From an optimization exercise on the open Yosys and OpenROAD flow, aimed at small area; shortcuts taken in it are not production practice. The RTL was checked by simulation tests, not by an equivalence proof against the original design.

==> inputs of run a <==
## m_scale_bias_loader
module m_scale_bias_loader #(
  parameter int ROWS = 4,
  parameter int COLS = 4
) (
  input  logic                                 clk,
  input  logic                                 rst,
  input  logic                                 start,
  input  logic                                 abort,
  input  logic                                 in_valid,
  output logic                                 in_ready,
  input  logic [15:0]                          in_data,
  input  logic                                 swap_req,
  output logic [ROWS-1:0][COLS-1:0][1:0][15:0] scaleMM,
  output logic [ROWS-1:0][COLS-1:0][15:0]      biasMM,
  output logic                                 params_valid,
  output logic                                 busy,
  output logic                                 done,
  output logic                                 err
);
==> module m_scale_bias_loader, before the edit <==
module m_scale_bias_loader #(
  parameter int ROWS = 4,
  parameter int COLS = 4
) (
  input  logic                                 clk,
  input  logic                                 rst,
  input  logic                                 start,
  input  logic                                 abort,
  input  logic                                 in_valid,
  output logic                                 in_ready,
  input  logic [15:0]                          in_data,
  input  logic                                 swap_req,
  output logic [ROWS-1:0][COLS-1:0][1:0][15:0] scaleMM,
  output logic [ROWS-1:0][COLS-1:0][15:0]      biasMM,
  output logic                                 params_valid,
  output logic                                 busy,
  output logic                                 done,
  output logic                                 err
);
  localparam int RC     = ROWS * COLS;
  localparam int NWORDS = 3 * RC;
  localparam int IDX_W  = $clog2(NWORDS);
  localparam logic [IDX_W-1:0] LAST_IDX = IDX_W'(NWORDS - 1);
  logic                                 load_q, full_q;
  logic [IDX_W-1:0]                     idx_q;
  logic [NWORDS-1:0][15:0]              shadow_q;
  logic [ROWS-1:0][COLS-1:0][1:0][15:0] scale_q;
  logic [ROWS-1:0][COLS-1:0][15:0]      bias_q;
  logic                                 pv_q, done_q, err_q;
  logic                                 accept, last, swap;
  assign in_ready = load_q;
  assign busy     = load_q | full_q;
  assign accept   = in_valid & load_q & ~abort;
  assign last     = (idx_q == LAST_IDX);
  assign swap     = full_q & swap_req & ~abort;
  always_ff @(posedge clk or posedge rst) begin
    if (rst) begin
      load_q <= 1'b0;
      full_q <= 1'b0;
      pv_q   <= 1'b0;
      done_q <= 1'b0;
      err_q  <= 1'b0;
    end else begin
      load_q <= load_q ? ~abort & ~(in_valid & last) : ~full_q & start & ~abort;
      full_q <= full_q ? ~abort & ~swap_req : accept & last;
      pv_q   <= pv_q | swap;
      done_q <= swap;
      err_q  <= busy & start & ~abort;
    end
  end
  always_ff @(posedge clk) begin
    if (!load_q)     idx_q <= '0;
    else if (accept) idx_q <= idx_q + 1'b1;
  end
  always_ff @(posedge clk) begin
    if (accept) shadow_q <= {shadow_q[NWORDS-2:0], ~in_data};
  end
  always_ff @(posedge clk) begin
    if (swap) begin
      for (int r = 0; r < ROWS; r++) begin
        for (int c = 0; c < COLS; c++) begin
          scale_q[r][c][0] <= shadow_q[NWORDS-1 - (r*COLS + c)];
          scale_q[r][c][1] <= shadow_q[NWORDS-1 - (RC + r*COLS + c)];
          bias_q[r][c]     <= shadow_q[NWORDS-1 - (2*RC + r*COLS + c)];
        end
      end
    end
  end
  assign scaleMM      = ~(scale_q | {(2*RC*16){~pv_q}});
  assign biasMM       = ~(bias_q  | {(RC*16){~pv_q}});
  assign params_valid = pv_q;
  assign done         = done_q;
  assign err          = err_q;
endmodule
Settings: LEC_CHECK=0, ABC_AREA=1, CAP_MARGIN=20, CORE_MARGIN=2, CORE_UTILIZATION=84, CTS_BUF_LIST=sky130_fd_sc_hd__clkbuf_8, CTS_CLUSTER_DIAMETER=60, CTS_CLUSTER_SIZE=16, SLEW_MARGIN=20; clock period 5.0 ns.
standard.sh (not shown) runs the stock make flow with config.mk's settings and CLKGATE_MAP_FILE= SYNTH_SCRIPT=/design/flow/synth_recipe.tcl, a recipe that flattens the netlist after the stock synthesis.
==> flow/flow/run.sh <==
#!/bin/bash
set -euo pipefail
bash standard.sh BUFFER_PORTS_ARGS="-buffer_cell sky130_fd_sc_hd__buf_1" finish > standard_make.log 2>&1
==> inputs of run b, as changes to run a <==
--- a/flow/config.mk
+++ b/flow/config.mk
@@ -8,7 +8,7 @@
 export ABC_AREA = 1
 export CAP_MARGIN = 20
 export CORE_MARGIN = 2
-export CORE_UTILIZATION = 84
+export CORE_UTILIZATION = 80
 export CTS_BUF_LIST = sky130_fd_sc_hd__clkbuf_8
 export CTS_CLUSTER_DIAMETER = 60
 export CTS_CLUSTER_SIZE = 16
==> inputs of run c, as changes to run a <==
--- a/flow/design.v
+++ b/flow/design.v
@@ -53,10 +53,13 @@
     else if (accept) idx_q <= idx_q + 1'b1;
   end
   always_ff @(posedge clk) begin
-    if (accept) shadow_q <= {shadow_q[NWORDS-2:0], ~in_data};
+    if (accept) shadow_q <= {shadow_q[NWORDS-2:0], in_data};
   end
-  always_ff @(posedge clk) begin
-    if (swap) begin
+  always_ff @(posedge clk or posedge rst) begin
+    if (rst) begin
+      scale_q <= '0;
+      bias_q  <= '0;
+    end else if (swap) begin
       for (int r = 0; r < ROWS; r++) begin
         for (int c = 0; c < COLS; c++) begin
           scale_q[r][c][0] <= shadow_q[NWORDS-1 - (r*COLS + c)];
@@ -66,8 +69,8 @@
       end
     end
   end
-  assign scaleMM      = ~(scale_q | {(2*RC*16){~pv_q}});
-  assign biasMM       = ~(bias_q  | {(RC*16){~pv_q}});
+  assign scaleMM      = scale_q;
+  assign biasMM       = bias_q;
   assign params_valid = pv_q;
   assign done         = done_q;
   assign err          = err_q;
==> flow/run.sh (new file) <==
#!/bin/bash
# synth_recipe.tcl (not shown) runs the flow's synth.tcl, then flattens the netlist and writes it again
# the make line also repeats each setting of config.mk as NAME=value (left out here)
make -C /OpenROAD-flow-scripts/flow DESIGN_CONFIG=/design/flow/config.mk WORK_HOME=/design/flow/orfs CLKGATE_MAP_FILE= SYNTH_SCRIPT=/design/flow/synth_recipe.tcl finish
==> flow/config.mk (replaced) <==
export PLATFORM = sky130hd
export DESIGN_NAME = m_scale_bias_loader
export DESIGN_NICKNAME = m_scale_bias_loader
export VERILOG_FILES = /design/flow/design.v
export SDC_FILE = /design/flow/constraint.sdc
export NUM_CORES = 4
export LEC_CHECK = 0
export CAP_MARGIN = 20
export CORE_MARGIN = 2
export CORE_UTILIZATION = 40
export SLEW_MARGIN = 20
removed: flow/flow/run.sh
removed: flow/standard.sh
==> flow_summary.yaml <==
yosys:
  synth_adder_area_share: 0.0002501
  synthesis.nets: 2495
  synth.top_cell.area_share: 0.9221
  ys_types: 19
  netlist_top_cells_count: "edfxtp_1, nor2_1, buf_2"
  syn_area_sq_mm: 0.05002
  synth_xor_area_frac: 0
outcome:
  run_status: "complete, no violations"
floorplan:
  num_rows: 91
the above is filed under run b

==> flow_summary.yaml <==
yosys:
  synth_adder_area_share: 0.0002406
  netlist_top_cells_count: "dfrtp_1, edfxtp_1, mux2_2"
  synthesis.nets: 2463
  syn_area_sq_mm: 0.05200
  synth_xor_area_frac: 0.0001684
floorplan:
  num_rows: 132
outcome:
  run_status: "complete, no violations"
the above is filed under run c

==> flow_summary.yaml <==
yosys:
  syn_area_sq_mm: 0.05002
  ys_types: 19
  synth_adder_area_share: 0.0002501
  netlist_top_cells_count: "edfxtp_1, nor2_1, buf_2"
  synth-compound-area-share: 0.0007004
  synth.top_cell.area_share: 0.9221
  synthesis.nets: 2495
outcome:
  first-error: "[ERROR DPL-0033] detailed placement checks failed during check placement."
  run_status: "aborted with a tool error"
  haltStage: "detailed placement"
floorplan:
  num_rows: 89
the above is filed under run a

what the ideal ports hide:
How much do the figures lean on ideal ports? The routed layouts below were timed once more, with nothing changed but the port constraints.
Step 1 (the two cells are an assumption about what drives the block):
set clk [get_ports {clk}]
set_driving_cell -lib_cell sky130_fd_sc_hd__clkbuf_16 $clk
set_driving_cell -lib_cell sky130_fd_sc_hd__buf_2 [delete_from_list [all_inputs] $clk]
Step 2, shift: input delay + t, output delay - t, t = (earliest + latest rising clock arrival at the registers) / 2. This alone moves slack from input paths to output paths.
a / b / c = no drivers / after step 1 / after step 2; a / b = the first two.
run	shift t [ns]	setup slack, ns	worst slew at a driven data input, ns	pins driven straight from the clock port
run b	0.814	1.171 / 1.105 / 1.779	0.06	1
run c	0.820	1.868 / 1.795 / 1.504	0.06	1
After both steps setup and hold are still met in every run listed. The setup slack of run c, which loses most, moves by -0.073 ns with the drivers and by -0.364 ns with both steps.
